From an optimization exercise on the open Yosys and OpenROAD flow, aimed at small area; shortcuts taken in it are not production practice.
The RTL was checked by simulation tests, not by an equivalence proof against the original design.
Power is estimated from default activity; no workload was simulated.

==> design.v <==
`timescale 1ns/1ps
`default_nettype none
package cpuPkg;
	typedef logic [15:0] word_t;
	typedef logic [3:0] regIndex_t;
	typedef logic [4:0] flags_t;
	localparam int flagCarry = 0;
	localparam int flagLow = 1;
	localparam int flagFlag = 2;  
	localparam int flagZero = 3;
	localparam int flagNeg = 4;
	typedef enum logic [1:0] {
		stateFetch = 2'b00,
		stateDecode = 2'b01,
		stateExecute = 2'b10,
		stateWriteBack = 2'b11
	} state_t;
	typedef enum logic [3:0] {
		opRType = 4'b0000,
		opAndi = 4'b0001,
		opOri = 4'b0010,
		opXori = 4'b0011,
		opSpecial = 4'b0100,  
		opAddi = 4'b0101,
		opLshi = 4'b1000,
		opSubi = 4'b1001,
		opCmpi = 4'b1011,
		opBcond = 4'b1100,
		opMovi = 4'b1101,
		opLui = 4'b1111
	} opcode_t;
	typedef logic [3:0] extCode_t;
	localparam extCode_t extAnd = 4'b0001;
	localparam extCode_t extOr = 4'b0010;
	localparam extCode_t extXor = 4'b0011;
	localparam extCode_t extLsh = 4'b0100;
	localparam extCode_t extAdd = 4'b0101;
	localparam extCode_t extSub = 4'b1001;
	localparam extCode_t extCmp = 4'b1011;
	localparam extCode_t extMov = 4'b1101;
	localparam extCode_t extLoad = 4'b0000;
	localparam extCode_t extStor = 4'b0100;
	localparam extCode_t extJal = 4'b1000;
	localparam extCode_t extJcond = 4'b1100;
	typedef enum logic [3:0] {
		condEq, condNe, condCs, condCc,
		condHi, condLs, condGt, condLe,
		condFs, condFc, condLo, condHs,
		condLt, condGe, condUc, condNv
	} cond_t;
	typedef enum logic [2:0] {
		aluAdd, aluSub, aluAnd, aluOr, aluXor, aluMov, aluLsh, aluLui
	} aluOp_t;
	typedef enum logic [1:0] {
		immShift4,  
		immSigned8,
		immZero8,
		immUpper  
	} immType_t;
	typedef enum logic [1:0] {
		wbAlu = 2'b00,
		wbMemory = 2'b01,
		wbReturn = 2'b10
	} wbSource_t;
endpackage
`default_nettype wire
`timescale 1ns/1ps
`default_nettype none
module alu (
	input cpuPkg::word_t a,
	input cpuPkg::word_t b,
	input cpuPkg::aluOp_t op,
	output cpuPkg::word_t result,
	output cpuPkg::flags_t flagsOut
);
	logic [16:0] sum;
	logic [16:0] diff;
	cpuPkg::word_t negAmount;
	cpuPkg::word_t shifted;
	assign sum = {1'b0, a} + {1'b0, b};
	assign diff = {1'b0, a} - {1'b0, b};
	assign negAmount = ~b + 16'd1;
	assign shifted = b[15] ? (a >> negAmount) : (a << b);
	always_comb begin
		unique case (op)
			cpuPkg::aluAdd: result = sum[15:0];
			cpuPkg::aluSub: result = diff[15:0];
			cpuPkg::aluAnd: result = a & b;
			cpuPkg::aluOr: result = a | b;
			cpuPkg::aluXor: result = a ^ b;
			cpuPkg::aluMov: result = b;
			cpuPkg::aluLsh: result = shifted;
			cpuPkg::aluLui: result = {b[15:8], a[7:0]};  
		endcase
	end
	always_comb begin
		flagsOut = '0;
		flagsOut[cpuPkg::flagLow] = b < a;  
		flagsOut[cpuPkg::flagNeg] = $signed(b) < $signed(a);
		flagsOut[cpuPkg::flagZero] = a == b;
		if (op == cpuPkg::aluAdd) begin
			flagsOut[cpuPkg::flagCarry] = sum[16];
			flagsOut[cpuPkg::flagFlag] = (a[15] == b[15]) && (sum[15] != a[15]);
		end
		else if (op == cpuPkg::aluSub) begin
			flagsOut[cpuPkg::flagCarry] = diff[16];  
			flagsOut[cpuPkg::flagFlag] = (a[15] != b[15]) && (diff[15] != a[15]);
		end
	end
endmodule
`default_nettype wire
`timescale 1ns/1ps
`default_nettype none
module registerFile (
	input logic clock,
	input logic we,
	input cpuPkg::regIndex_t writeIndex,
	input cpuPkg::regIndex_t readIndexA,
	input cpuPkg::regIndex_t readIndexB,
	input cpuPkg::word_t writeData,
	output cpuPkg::word_t readDataA,
	output cpuPkg::word_t readDataB
);
	cpuPkg::word_t regs [0:15];
	always_ff @(posedge clock) begin
		if (we)
			regs[writeIndex] <= writeData;
	end
	assign readDataA = regs[readIndexA];
	assign readDataB = regs[readIndexB];
endmodule
`default_nettype wire
`timescale 1ns/1ps
`default_nettype none
module controlFsm (
	input logic clock,
	input logic reset,
	input cpuPkg::word_t instruction,  
	input cpuPkg::flags_t flags,  
	output logic fetch,
	output logic irEn,
	output logic pcEn,
	output logic pcSet,  
	output logic rfWe,
	output logic psrEn,
	output logic memWe,
	output cpuPkg::wbSource_t wbSource,
	output logic operandImm,  
	output cpuPkg::immType_t immType,
	output cpuPkg::aluOp_t aluOp,
	output logic baseIsPc
);
	cpuPkg::state_t state;
	cpuPkg::state_t nextState;
	cpuPkg::opcode_t opcode;
	cpuPkg::extCode_t extCode;
	cpuPkg::cond_t cond;
	logic writesReg;
	logic setsFlags;
	logic isStore;
	logic isJump;  
	logic isJal;
	logic condTrue;
	assign opcode = cpuPkg::opcode_t'(instruction[15:12]);
	assign extCode = instruction[7:4];
	assign cond = cpuPkg::cond_t'(instruction[11:8]);
	always_ff @(posedge clock) begin
		if (!reset)
			state <= cpuPkg::stateFetch;
		else
			state <= nextState;
	end
	always_comb begin
		aluOp = cpuPkg::aluMov;
		operandImm = 1'b1;
		immType = cpuPkg::immZero8;
		wbSource = cpuPkg::wbAlu;
		baseIsPc = 1'b0;
		writesReg = 1'b1;
		setsFlags = 1'b0;
		isStore = 1'b0;
		isJump = 1'b0;
		isJal = 1'b0;
		case (opcode)
			cpuPkg::opRType: begin
				operandImm = 1'b0;
				case (extCode)
					cpuPkg::extAnd: aluOp = cpuPkg::aluAnd;
					cpuPkg::extOr: aluOp = cpuPkg::aluOr;
					cpuPkg::extXor: aluOp = cpuPkg::aluXor;
					cpuPkg::extLsh: aluOp = cpuPkg::aluLsh;
					cpuPkg::extMov: aluOp = cpuPkg::aluMov;
					cpuPkg::extAdd: begin
						aluOp = cpuPkg::aluAdd;
						setsFlags = 1'b1;
					end
					cpuPkg::extSub: begin
						aluOp = cpuPkg::aluSub;
						setsFlags = 1'b1;
					end
					cpuPkg::extCmp: begin
						aluOp = cpuPkg::aluSub;
						setsFlags = 1'b1;
						writesReg = 1'b0;  
					end
					default: writesReg = 1'b0;
				endcase
			end
			cpuPkg::opAndi: aluOp = cpuPkg::aluAnd;
			cpuPkg::opOri: aluOp = cpuPkg::aluOr;
			cpuPkg::opXori: aluOp = cpuPkg::aluXor;
			cpuPkg::opMovi: aluOp = cpuPkg::aluMov;
			cpuPkg::opAddi, cpuPkg::opSubi, cpuPkg::opCmpi: begin
				aluOp = (opcode == cpuPkg::opAddi) ? cpuPkg::aluAdd : cpuPkg::aluSub;
				immType = cpuPkg::immSigned8;
				setsFlags = 1'b1;
				writesReg = (opcode != cpuPkg::opCmpi);
			end
			cpuPkg::opLshi: begin
				aluOp = cpuPkg::aluLsh;
				immType = cpuPkg::immShift4;
			end
			cpuPkg::opLui: begin
				aluOp = cpuPkg::aluLui;
				immType = cpuPkg::immUpper;
			end
			cpuPkg::opBcond: begin
				immType = cpuPkg::immSigned8;  
				baseIsPc = 1'b1;
				isJump = 1'b1;
				writesReg = 1'b0;
			end
			cpuPkg::opSpecial: begin
				writesReg = 1'b0;
				case (extCode)
					cpuPkg::extLoad: begin
						wbSource = cpuPkg::wbMemory;
						writesReg = 1'b1;
					end
					cpuPkg::extStor: isStore = 1'b1;
					cpuPkg::extJal: begin
						wbSource = cpuPkg::wbReturn;  
						writesReg = 1'b1;
						isJal = 1'b1;
					end
					cpuPkg::extJcond: isJump = 1'b1;
					default: ;
				endcase
			end
			default: writesReg = 1'b0;  
		endcase
	end
	always_comb begin
		unique case (cond)
			cpuPkg::condEq: condTrue = flags[cpuPkg::flagZero];
			cpuPkg::condNe: condTrue = !flags[cpuPkg::flagZero];
			cpuPkg::condCs: condTrue = flags[cpuPkg::flagCarry];
			cpuPkg::condCc: condTrue = !flags[cpuPkg::flagCarry];
			cpuPkg::condHi: condTrue = flags[cpuPkg::flagLow];
			cpuPkg::condLs: condTrue = !flags[cpuPkg::flagLow];
			cpuPkg::condGt: condTrue = flags[cpuPkg::flagNeg];
			cpuPkg::condLe: condTrue = !flags[cpuPkg::flagNeg];
			cpuPkg::condFs: condTrue = flags[cpuPkg::flagFlag];
			cpuPkg::condFc: condTrue = !flags[cpuPkg::flagFlag];
			cpuPkg::condLo: condTrue = !flags[cpuPkg::flagLow] && !flags[cpuPkg::flagZero];
			cpuPkg::condHs: condTrue = flags[cpuPkg::flagLow] || flags[cpuPkg::flagZero];
			cpuPkg::condLt: condTrue = !flags[cpuPkg::flagNeg] && !flags[cpuPkg::flagZero];
			cpuPkg::condGe: condTrue = flags[cpuPkg::flagNeg] || flags[cpuPkg::flagZero];
			cpuPkg::condUc: condTrue = 1'b1;
			cpuPkg::condNv: condTrue = 1'b0;
		endcase
	end
	always_comb begin
		fetch = 1'b0;
		irEn = 1'b0;
		pcEn = 1'b0;
		pcSet = 1'b0;
		rfWe = 1'b0;
		psrEn = 1'b0;
		memWe = 1'b0;
		nextState = cpuPkg::stateFetch;
		unique case (state)
			cpuPkg::stateFetch: begin
				fetch = 1'b1;
				nextState = cpuPkg::stateDecode;
			end
			cpuPkg::stateDecode: begin
				irEn = 1'b1;  
				nextState = cpuPkg::stateExecute;
			end
			cpuPkg::stateExecute: begin
				psrEn = setsFlags;
				memWe = isStore;
				nextState = cpuPkg::stateWriteBack;
			end
			cpuPkg::stateWriteBack: begin
				rfWe = writesReg;
				pcEn = 1'b1;
				pcSet = isJal || (isJump && condTrue);
			end
		endcase
	end
endmodule
`default_nettype wire
`timescale 1ns/1ps
`default_nettype none
module datapath (
	input logic clock,
	input logic reset,
	output cpuPkg::word_t instruction,
	output cpuPkg::flags_t flags,
	input logic fetch,
	input logic irEn,
	input logic pcEn,
	input logic pcSet,
	input logic rfWe,
	input logic psrEn,
	input logic memWeIn,
	input cpuPkg::wbSource_t wbSource,
	input logic operandImm,
	input cpuPkg::immType_t immType,
	input cpuPkg::aluOp_t aluOp,
	input logic baseIsPc,
	input cpuPkg::word_t memReadData,
	output cpuPkg::word_t memAddr,
	output cpuPkg::word_t memWriteData,
	output logic memWe,
	output logic fetchStrobe
);
	cpuPkg::word_t pc;
	cpuPkg::word_t pcPlusOne;
	cpuPkg::word_t ir;
	cpuPkg::flags_t psr;
	cpuPkg::regIndex_t destIndex;
	cpuPkg::regIndex_t srcIndex;
	cpuPkg::word_t destData;
	cpuPkg::word_t srcData;
	cpuPkg::word_t immValue;
	cpuPkg::word_t operandB;
	cpuPkg::word_t aluResult;
	cpuPkg::flags_t aluFlags;
	cpuPkg::word_t writeData;
	cpuPkg::word_t branchTarget;
	assign destIndex = ir[11:8];
	assign srcIndex = ir[3:0];  
	assign pcPlusOne = pc + 16'd1;
	assign branchTarget = baseIsPc ? pc + immValue : srcData;
	always_ff @(posedge clock) begin
		if (!reset)
			pc <= '0;
		else if (pcEn)
			pc <= pcSet ? branchTarget : pcPlusOne;
	end
	always_ff @(posedge clock) begin
		if (irEn)
			ir <= memReadData;
	end
	always_ff @(posedge clock) begin
		if (!reset)
			psr <= '0;
		else if (psrEn)
			psr <= aluFlags;
	end
	always_comb begin
		unique case (immType)
			cpuPkg::immShift4: immValue = {{12{ir[3]}}, ir[3:0]};
			cpuPkg::immSigned8: immValue = {{8{ir[7]}}, ir[7:0]};
			cpuPkg::immZero8: immValue = {8'h00, ir[7:0]};
			cpuPkg::immUpper: immValue = {ir[7:0], 8'h00};
		endcase
	end
	assign operandB = operandImm ? immValue : srcData;
	always_comb begin
		case (wbSource)
			cpuPkg::wbMemory: writeData = memReadData;  
			cpuPkg::wbReturn: writeData = pcPlusOne;
			default: writeData = aluResult;
		endcase
	end
	alu alu_inst (
		.a(destData),
		.b(operandB),
		.op(aluOp),
		.result(aluResult),
		.flagsOut(aluFlags)
	);
	registerFile registerFile_inst (
		.clock(clock),
		.we(rfWe),
		.writeIndex(destIndex),
		.readIndexA(srcIndex),
		.readIndexB(destIndex),
		.writeData(writeData),
		.readDataA(srcData),
		.readDataB(destData)
	);
	assign instruction = ir;
	assign flags = psr;
	assign memAddr = fetch ? pc : srcData;
	assign memWriteData = destData;  
	assign memWe = memWeIn;
	assign fetchStrobe = fetch;
endmodule
`default_nettype wire
`timescale 1ns/1ps
`default_nettype none
module cpuTop (
	input logic clock,
	input logic reset,
	input cpuPkg::word_t memReadData,
	output cpuPkg::word_t memAddr,
	output cpuPkg::word_t memWriteData,
	output logic memWe,
	output logic fetchStrobe
);
	cpuPkg::word_t instruction;  
	cpuPkg::flags_t flags;  
	logic fetch;
	logic irEn;
	logic pcEn;
	logic pcSet;  
	logic rfWe;
	logic psrEn;
	logic ctlMemWe;
	cpuPkg::wbSource_t wbSource;
	logic operandImm;  
	cpuPkg::immType_t immType;
	cpuPkg::aluOp_t aluOp;
	logic baseIsPc;
	controlFsm controlFsm_inst (
		.clock(clock),
		.reset(reset),
		.instruction(instruction),
		.flags(flags),
		.fetch(fetch),
		.irEn(irEn),
		.pcEn(pcEn),
		.pcSet(pcSet),
		.rfWe(rfWe),
		.psrEn(psrEn),
		.memWe(ctlMemWe),
		.wbSource(wbSource),
		.operandImm(operandImm),
		.immType(immType),
		.aluOp(aluOp),
		.baseIsPc(baseIsPc)
	);
	datapath datapath_inst (
		.clock(clock),
		.reset(reset),
		.instruction(instruction),
		.flags(flags),
		.fetch(fetch),
		.irEn(irEn),
		.pcEn(pcEn),
		.pcSet(pcSet),
		.rfWe(rfWe),
		.psrEn(psrEn),
		.memWeIn(ctlMemWe),
		.wbSource(wbSource),
		.operandImm(operandImm),
		.immType(immType),
		.aluOp(aluOp),
		.baseIsPc(baseIsPc),
		.memReadData(memReadData),
		.memAddr(memAddr),
		.memWriteData(memWriteData),
		.memWe(memWe),
		.fetchStrobe(fetchStrobe)
	);
endmodule
`default_nettype wire
==> run.sh <==
#!/bin/bash
# synth_recipe.tcl (not shown) runs the flow's synth.tcl, then flattens the netlist and writes it again
# the make line also repeats each setting of config.mk as NAME=value (left out here)
make -C /OpenROAD-flow-scripts/flow DESIGN_CONFIG=/design/flow/config.mk WORK_HOME=/design/flow/orfs CLKGATE_MAP_FILE= SYNTH_SCRIPT=/design/flow/synth_recipe.tcl finish
==> config.mk <==
export PLATFORM = sky130hd
export DESIGN_NAME = cpuTop
export DESIGN_NICKNAME = cpuTop
export VERILOG_FILES = /design/flow/design.v
export SDC_FILE = /design/flow/constraint.sdc
export NUM_CORES = 4
export LEC_CHECK = 0
export CAP_MARGIN = 20
export CORE_MARGIN = 2
export CORE_UTILIZATION = 40
export SLEW_MARGIN = 20
==> constraint.sdc <==
create_clock -name core_clock -period 10.0 [get_ports {clock}]
set_input_delay 2.0000 -clock core_clock [delete_from_list [all_inputs] [get_ports {clock}]]
set_output_delay 2.0000 -clock core_clock [all_outputs]
set_load 0.01 [all_outputs]
==> results of run 1 <==
==> final cells by class <==
| class | count | area, um^2 | share of cell area [%] |
|---|---|---|---|
| clock buffers | 45 | 934.6 | 3.916 |
| clock inverters | 16 | 181.4 | 0.7601 |
| inverters | 71 | 266.5 | 1.117 |
| multi-input cells | 1367 | 11850 | 49.63 |
| flip-flops and latches | 308 | 8901 | 37.29 |
| well taps | 688 | 860.8 | 3.607 |
| repair buffers | 100 | 878.3 | 3.680 |
==> report_power, final <==
group	total (uW)	internal (uW)	switching (uW)
Clock	1280	744	537
Combinational	4020	1510	2510
Sequential	1850	1690	160
==> state kept, by name, summed over array words and instances (netlist names), named ones only <==
| name | cells |
|---|---|
| datapath_inst.pc | 16 |
| datapath_inst.registerFile_inst.regs | 256 |
| datapath_inst.ir | 16 |
| datapath_inst.psr | 5 |
| controlFsm_inst.state | 2 |
==> per-stage QoR <==
stage | power, uW | worst slack [ps] | util, % | cell area [um^2]
final | 7149 | 2915 | 45.33 | 23870
after CTS | 7049 | 3070 | 45.27 | 23840
after global placement | 5737 | 3327 | 43.14 | 22720
after detailed placement | 5759 | 3114 | 43.15 | 22720
after global routing | 7474 | 2500 | 45.33 | 23870
after floorplan | 4398 | 4705 | - | 21360
==> cell usage in the layout (no fill, tap or decap), drive strengths merged, types with 15 or more instances in the layout <==
master         count
a21o              19
a21oi             94
a221oi            28
a22oi             15
a31oi             15
buf               49
clkbuf            45
clkdlybuf4s50     51
dfxtp             36
edfxtp           272
ha               100
inv               73
mux2              48
mux2i             73
mux4             128
nand2            127
nand2b            20
nand3             48
nor2             109
nor2b             31
nor3              53
o211ai            25
o21a              15
o21ai            108
or3               18
xnor2             41
==> cells by family after synthesis <==
family          count (synthesis)  synth area share (%)
xor+xnor                       54                 2.214
simple gates                  485                 11.33
buf+inv                       185                 3.655
flops                         308                 41.61
mux                           249                 19.50
fa+ha+maj                     103                 6.138
compound gates                476                 15.55
==> routing by layer <==
metal  global-route usage [%]  part of all wire, %  vias to the layer above
li1                         -                    -                     7348
met1                    36.86                   40                     8504
met2                    43.63                   46                      973
met3                    4.585                  8.9                      204
met4                    11.72                  4.8                        0
met5                        0                    0                        -
==> critical path, delay by kind of cell, from the launching register on <==
| kind | cells | cell delay [ps] |
|---|---|---|
| AND/OR/NAND/NOR | 7 | 2910 |
| AO/OA/AOI/OAI | 6 | 1640 |
| flip-flops | 1 | 840 |
| adder cells (fa/ha/maj) | 2 | 790 |
| buffers and inverters | 1 | 360 |
| XOR/XNOR | 1 | 150 |
==> worst max path at each step <==
stage                    startpoint                                      endpoint  cells past startpoint
4_1_cts                        flop   datapath_inst.registerFile_inst.regs[7][13]                     17
6_report       datapath_inst.ir[13]   datapath_inst.registerFile_inst.regs[3][12]                     17
3_3_place_gp                   flop  datapath_inst.registerFile_inst.regs[10][13]                     17
3_5_place_dp                   flop  datapath_inst.registerFile_inst.regs[14][13]                     17
5_1_grt        datapath_inst.ir[13]   datapath_inst.registerFile_inst.regs[5][12]                     17
2_1_floorplan                  flop   datapath_inst.registerFile_inst.regs[0][10]                     17
==> run_results.csv, run 1 <==
group,metric,value,unit
drt,drtIter0Drc,2442,
worst_setup_path,cp_max_fo,24,
power,max-vdd-ir-drop,0.1326,mV
timing,rsz0062_at_grt,"false",
clocking,cts_max_level,2,
global_route,grt_overflow,0,
worst_setup_path,cp_slowest_cell,"nor2_1",
worst_setup_path,cp_common_cell,"o21ai_0",
layout,layout.cells.non_filler,2595,
logic_synthesis,ys_top_cells_by_count,"edfxtp_1 (272), mux4_2 (128), nand2_1 (126), nor2_1 (106), o21ai_0 (103)",
logic_synthesis,avgSynthCellArea,11.49,um^2
logic_synthesis,synthTopCellsByArea,"edfxtp_1 (38%), mux4_2 (13%), ha_1 (5.9%)",
logic_synthesis,yosysSeqAreaShare,41.61,%
timing,finalSetupTns,0,ps
drt,routed_wl,76960,um
status,run_status,"complete, no violations",
worst_setup_path,crit_path_start_kind,"flop",
clocking,postCtsSetupBuffers,0,
clocking,cts_sinks,308,
drt,wl_per_cell,29.66,um
global_route,grt_pass1_wl,112800,um
logic_synthesis,synth_top_area_cell,"edfxtp_1",
logic_synthesis,synth_edf_count,272,
logic_synthesis,syn_nets,1981,
logic_synthesis,ys.warnings.count,4,
floorplanning,die_w,235.1,um
worst_setup_path,r2r_start,"datapath_inst.ir[13]",
place,numPortBuffers,51,
timing,hold_ws,568.9,ps
layout,num-fill-cells,4773,
clocking,cts-hold-fix-buffers,0,
place,dp.cells,2534,
worst_setup_path,worstPathRequired,10190,ps
floorplanning,die-area,55270,um^2
floorplanning,rows,84,
logic_synthesis,synth_top_area_share,38.23,%
min_path,min_from,"datapath_inst.psr[4]",
worst_setup_path,critPathKind,"flop to flop",
worst_setup_path,r2r_end,"datapath_inst.registerFile_inst.regs[3][12]",
clocking,cts_buffers,36,
drt,num_vias,17030,
drt,route.detailed.drc,0,
logic_synthesis,synth_flop_cell,"edfxtp_1",
timing,finalCritPeriodShare,70.85,%
power,p_per_area,299.5,nW/um^2
timing,period_minus_slack,7085,ps
layout,antenna-diode-count,0,
logic_synthesis,synth.cell_area,21360,um^2
clocking,postCtsResizedCells,0,
timing,skew,29.39,ps
power,power.leakage,0.008383,uW
clocking,clkTransAtPathRegs,60,ps
drt,dr.pass1.iters,6,
floorplanning,start_util,40.57,%
worst_setup_path,path_cells,"nand4_1 > nand3_1 > o31ai_2 > nor2_2 > inv_2 > ha_1 > fa_1 > nor2b_1 > o21a_1 > o21ai_0 > a211oi_1 > nand3b_1 > nand2_1 > xor2_1 > o221ai_1 > o21ai_0 > nor2_1",
timing,report.final.hold_viol_count,0,
drt,vias_per_cell,6.562,
logic_synthesis,synthArstFlopShare,0,%
logic_synthesis,synth_cell_types,94,
timing,relSlewSlack,24.79,%
worst_setup_path,end_kind,"flop",
clocking,clk_latency,560,ps
global_route,grt_pass1_vias,16550,
timing,final-setup-viol-count,0,
logic_synthesis,synth_seq_cells,308,
min_path,min_path_cells,2,
global_route,grt_usage,27.34,%
floorplanning,ios,52,
place,place_hpwl,54660,um
place,place.gp.congestion,0.9909,
logic_synthesis,synthMostInstantiatedCell,"edfxtp_1",
layout,nets,2005,
timing,max_freq,141.2,MHz
floorplanning,die-height,235.1,um
layout,syn2layout_area_growth,11.73,%
timing,final-max-slew-violation-count,0,
clocking,cts_max_path_buffers,3,
worst_setup_path,rrSetupSlack,2920,ps
floorplanning,core-area,52660,um^2
global_route,grt_max_degree,65,
clocking,cts_tree,"built",
min_path,min_to,"datapath_inst.psr[4]",
layout,drive_gt1_share,18.30,%
logic_synthesis,netlist_instances,1860,
drt,ant_nets,0,
min_path,min_path_type,"flop to flop",
job,cap_violations,0,
worst_setup_path,worstPathArrival,7280,ps
timing,worst_pin_slew,1127,ps
clocking,cts_root_buf,"clkbuf_16",
worst_setup_path,r2r_cells,17,
global_route,antenna_found_initial,0,
worst_setup_path,cpPeakStageDelay,850,ps
==> run 2: changes to the inputs <==
==> flow/run.sh (new file) <==
#!/bin/bash
# The standard layout (standard.sh, with its standard synthesis) with two
# changes:
# - the port buffers are buf_1;
# - clock tree synthesis inserts no dummy loads and uses clkbuf_4 clusters.
# Each tool's output goes to the ORFS logs under orfs/logs; make's own
# output goes to standard.log.
set -euo pipefail
export BUFFER_PORTS_ARGS="-buffer_cell sky130_fd_sc_hd__buf_1"
export CTS_ARGS="-sink_clustering_enable -repair_clock_nets -dont_use_dummy_load -buf_list sky130_fd_sc_hd__clkbuf_4 -sink_clustering_size 10 -sink_clustering_max_diameter 40"
bash standard.sh finish > standard.log 2>&1
==> standard.sh (new file) <==
#!/bin/bash
# synth_recipe.tcl (not shown) runs the flow's synth.tcl, then flattens the netlist and writes it again
# the make line also repeats each setting of config.mk as NAME=value (left out here)
make -C /OpenROAD-flow-scripts/flow DESIGN_CONFIG=/design/flow/config.mk WORK_HOME=/design/flow/orfs CLKGATE_MAP_FILE= SYNTH_SCRIPT=/design/flow/synth_recipe.tcl "${@:-finish}"
--- a/config.mk
+++ b/config.mk
@@ -6,6 +6,7 @@
 export NUM_CORES = 4
 export LEC_CHECK = 0
-export CAP_MARGIN = 20
+export ABC_AREA = 1
+export CAP_MARGIN = 0
 export CORE_MARGIN = 2
-export CORE_UTILIZATION = 40
-export SLEW_MARGIN = 20
+export CORE_UTILIZATION = 60
+export SLEW_MARGIN = 0
removed: run.sh
==> run 2 against run 1 <==
  * Sequential cell count stayed put
  * Largest cell class unchanged
  * Worst hold slack got worse by 43 ps
  * Synthesized cell count rose by 52%
  * Highest routed layer unchanged
  * Critical endpoint is now datapath_inst.registerFile_inst.regs[13][15]
==> run_results.csv, run 2 <==
group,metric,value,unit
logic_synthesis,synthArstFlopShare,0,%
layout,nets,2945,
power,pwr-share-comb,62.7,%
power,p_total,6862,uW
timing,period_minus_slack,7369,ps
timing,finalSetupTns,0,ps
floorplanning,die_w,195.0,um
logic_synthesis,ys.warnings.count,4,
drt,drtIter0Drc,2960,
logic_synthesis,synth_edf_count,272,
global_route,grt_pass1_vias,19880,
layout,top_regs,"datapath_inst.registerFile_inst.regs x256, datapath_inst.ir x16, datapath_inst.pc x16",
drt,num_vias,21400,
logic_synthesis,yosysSeqAreaShare,40.60,%
timing,final-max-slew-violation-count,0,
drt,routed_wl,78420,um
timing,skew,140.3,ps
timing,rsz0062_at_grt,"false",
clocking,cts_root_buf,"clkbuf_4",
logic_synthesis,synth.cell_area,21890,um^2
logic_synthesis,synth_top_area_cell,"edfxtp_1",
place,numPortBuffers,51,
logic_synthesis,syn_nets,2955,
power,switching_share,54.19,%
timing,hold_ws,526.3,ps
clocking,cts-hold-fix-buffers,0,
global_route,grt_pass1_wl,117700,um
worst_setup_path,cp_slowest_cell,"inv_2",
drt,vias_per_cell,6.510,
status,run_status,"complete, no violations",
global_route,grt_overflow,0,
global_route,grt_usage,40.88,%
layout,layout_common_cells,"nand2_1 (726), nand3_1 (365), edfxtp_1 (272)",
place,place_hpwl,53800,um
clocking,cts_max_level,2,
worst_setup_path,crit_path_start_kind,"flop",
worst_setup_path,worstPathRequired,10410,ps
power,clock_power_share,9.0,%
logic_synthesis,synth_flop_cell,"edfxtp_1",
timing,final-setup-viol-count,0,
clocking,postCtsResizedCells,0,
layout,drive_gt1_share,7.087,%
power,p_switching,3718,uW
logic_synthesis,synth_top_area_share,37.31,%
global_route,antenna_found_initial,4,
clocking,cts_buffers,44,
global_route,grt_max_degree,164,
floorplanning,rows,69,
logic_synthesis,synth_cell_types,59,
logic_synthesis,synthTopCellsByArea,"edfxtp_1 (37%), nand2_1 (12%), nand3_1 (8.3%)",
place,place.gp.congestion,1.049,
floorplanning,die-area,38030,um^2
timing,report.final.hold_viol_count,0,
clocking,postCtsSetupBuffers,0,
power,p_per_area,303.5,nW/um^2
logic_synthesis,avgSynthCellArea,7.725,um^2
timing,relSlewSlack,20.29,%
logic_synthesis,netlist_instances,2834,
timing,worst_pin_slew,1196,ps
worst_setup_path,cp_max_fo,50,
power,p_int,3143,uW
layout,postLayoutCoreUtil,63.26,%
clocking,clkTransAtPathRegs,110,ps
timing,max_freq,135.7,MHz
logic_synthesis,synthMostInstantiatedCell,"nand2_1",
floorplanning,ios,52,
layout,final_common_cell,"nand2_1",
worst_setup_path,cp_common_cell,"nand2_1",
layout,syn2layout_area_growth,3.280,%
drt,route.detailed.drc,0,
drt,ant_nets,0,
logic_synthesis,synth_seq_cells,308,
clocking,cts_sinks,308,
clocking,cts_tree,"built",
worst_setup_path,end_kind,"flop",
floorplanning,die-height,195.0,um
timing,finalCritPeriodShare,73.69,%
job,cap_violations,0,
layout,num-fill-cells,3168,
drt,dr.pass1.iters,6,
floorplanning,core-area,35740,um^2
power,power.leakage,0.009488,uW
power,p_seq_share,28.3,%
drt,wl_per_cell,23.86,um
layout,largest-register,"datapath_inst.registerFile_inst.regs",
power,max-vdd-ir-drop,0.2287,mV
floorplanning,start_util,61.25,%
worst_setup_path,worstPathArrival,7780,ps
clocking,clk_latency,830,ps
worst_setup_path,cpPeakStageDelay,670,ps
layout,largest_reg_flops,256,
logic_synthesis,ys_top_cells_by_count,"nand2_1 (726), nand3_1 (365), edfxtp_1 (272), inv_1 (249), o21ai_0 (209)",
worst_setup_path,critPathKind,"flop to flop",
clocking,cts_max_path_buffers,3,
min_path,min_path_type,"flop to flop",
## run 2: changes by cell type after synthesis, sizes merged, moves of 34 or more
cell   previous run  this run
o21ai           108       250
buf              39        77
nand3            48       369
nor3             53        19
inv              70       275
mux4            128         0
nor2            109       157
a21oi            94       204
nand2           127       748
mux2             48        14
## run 2: layout make-up
cell class,count,area (um^2),share of cell area [%]
Timing Repair Buffer,84,451.7,1.998
Tap cell,461,576.8,2.551
Multi-Input combinational cell,2102,11270,49.85
Inverter,284,1072,4.742
Antenna cell,4,10.01,0.04427
Sequential cell,308,8899,39.36
Clock buffer,44,330.3,1.461
## run 2: cell families after synthesis
family	share of synthesized area [%]
fa+ha+maj	5.990
buf+inv	8.173
mux	2.640
compound gates	14.41
simple gates	26.67
flops	40.60
xor+xnor	1.520
## run 2: worst paths after layout
path                   startpoint                                            to  slack [ps]  cells past startpoint
min reg2reg  datapath_inst.psr[3]                          datapath_inst.psr[3]         530                      2
max                          flop  datapath_inst.registerFile_inst.regs[13][15]        2630                     29
min          datapath_inst.psr[3]                          datapath_inst.psr[3]         530                      2
max reg2reg                  flop  datapath_inst.registerFile_inst.regs[13][15]        2630                     29
## run 2: per-stage QoR
step	worst slack, ps	instances	instance area, um^2
6_report	2631	3287	22610
5_1_grt	2090	3287	22610
4_1_cts	2976	3283	22600
3_5_place_dp	2996	3239	22270
3_3_place_gp	3274	3239	22270
2_1_floorplan	5668	2834	21890
## run 2: metal layers
metal,up-vias,share of wire (%),global-route usage (%),wire (um)
met4,0,5.7,20.19,4449
met2,1491,43,61.23,33390
met1,9975,38,56.56,30040
met3,272,13,8.566,10540
li1,9660,-,-,-
met5,-,0,0,0
## run 2: power groups by stage
stage | sequential [uW] | combinational [uW] | clock, uW
6_report | 1940 | 4300 | 620
5_1_grt | 1950 | 4640 | 661
4_1_cts | 1940 | 4140 | 619
3_5_place_dp | 1970 | 4120 | 0
3_3_place_gp | 1960 | 4070 | 0
2_1_floorplan | 1910 | 2840 | 0
## run 2: critical path, delay by kind of cell, from the launching register on
kind,cells,cell delay [ps]
adders and majority gates,1,480
and+or+nand+nor,12,2060
DFF,1,320
AOI/OAI and AO/OA,9,1760
buffers and inverters,7,2280

-- re-timing with driven ports --
In the flow no input, the clock included, has a driving cell. The finished layouts below were timed again as built, in two steps.
Step 1 (the two cells are an assumption about what drives the block):
set clk [get_ports {clock}]
set_driving_cell -lib_cell sky130_fd_sc_hd__clkbuf_16 $clk
set_driving_cell -lib_cell sky130_fd_sc_hd__buf_2 [delete_from_list [all_inputs] $clk]
Step 2, shift: input delay + t, output delay - t, t = (earliest + latest rising clock arrival at the registers) / 2. This alone moves slack from input paths to output paths.
a / b / c = ideal ports / drivers / drivers and shift; a / b = the first two.
| run | t, ns | setup slack, ns | worst hold slack (ns) | cell pins on the clock port's net |
|---|---|---|---|---|
| run 1 | 0.599 | 2.915 / 2.915 / 2.915 | 0.569 / 0.569 / 0.569 | 1 |
| run 2 | 0.817 | 2.631 / 2.631 / 2.631 | 0.526 / 0.526 / 0.526 | 1 |
After both steps every run listed still meets setup and hold.
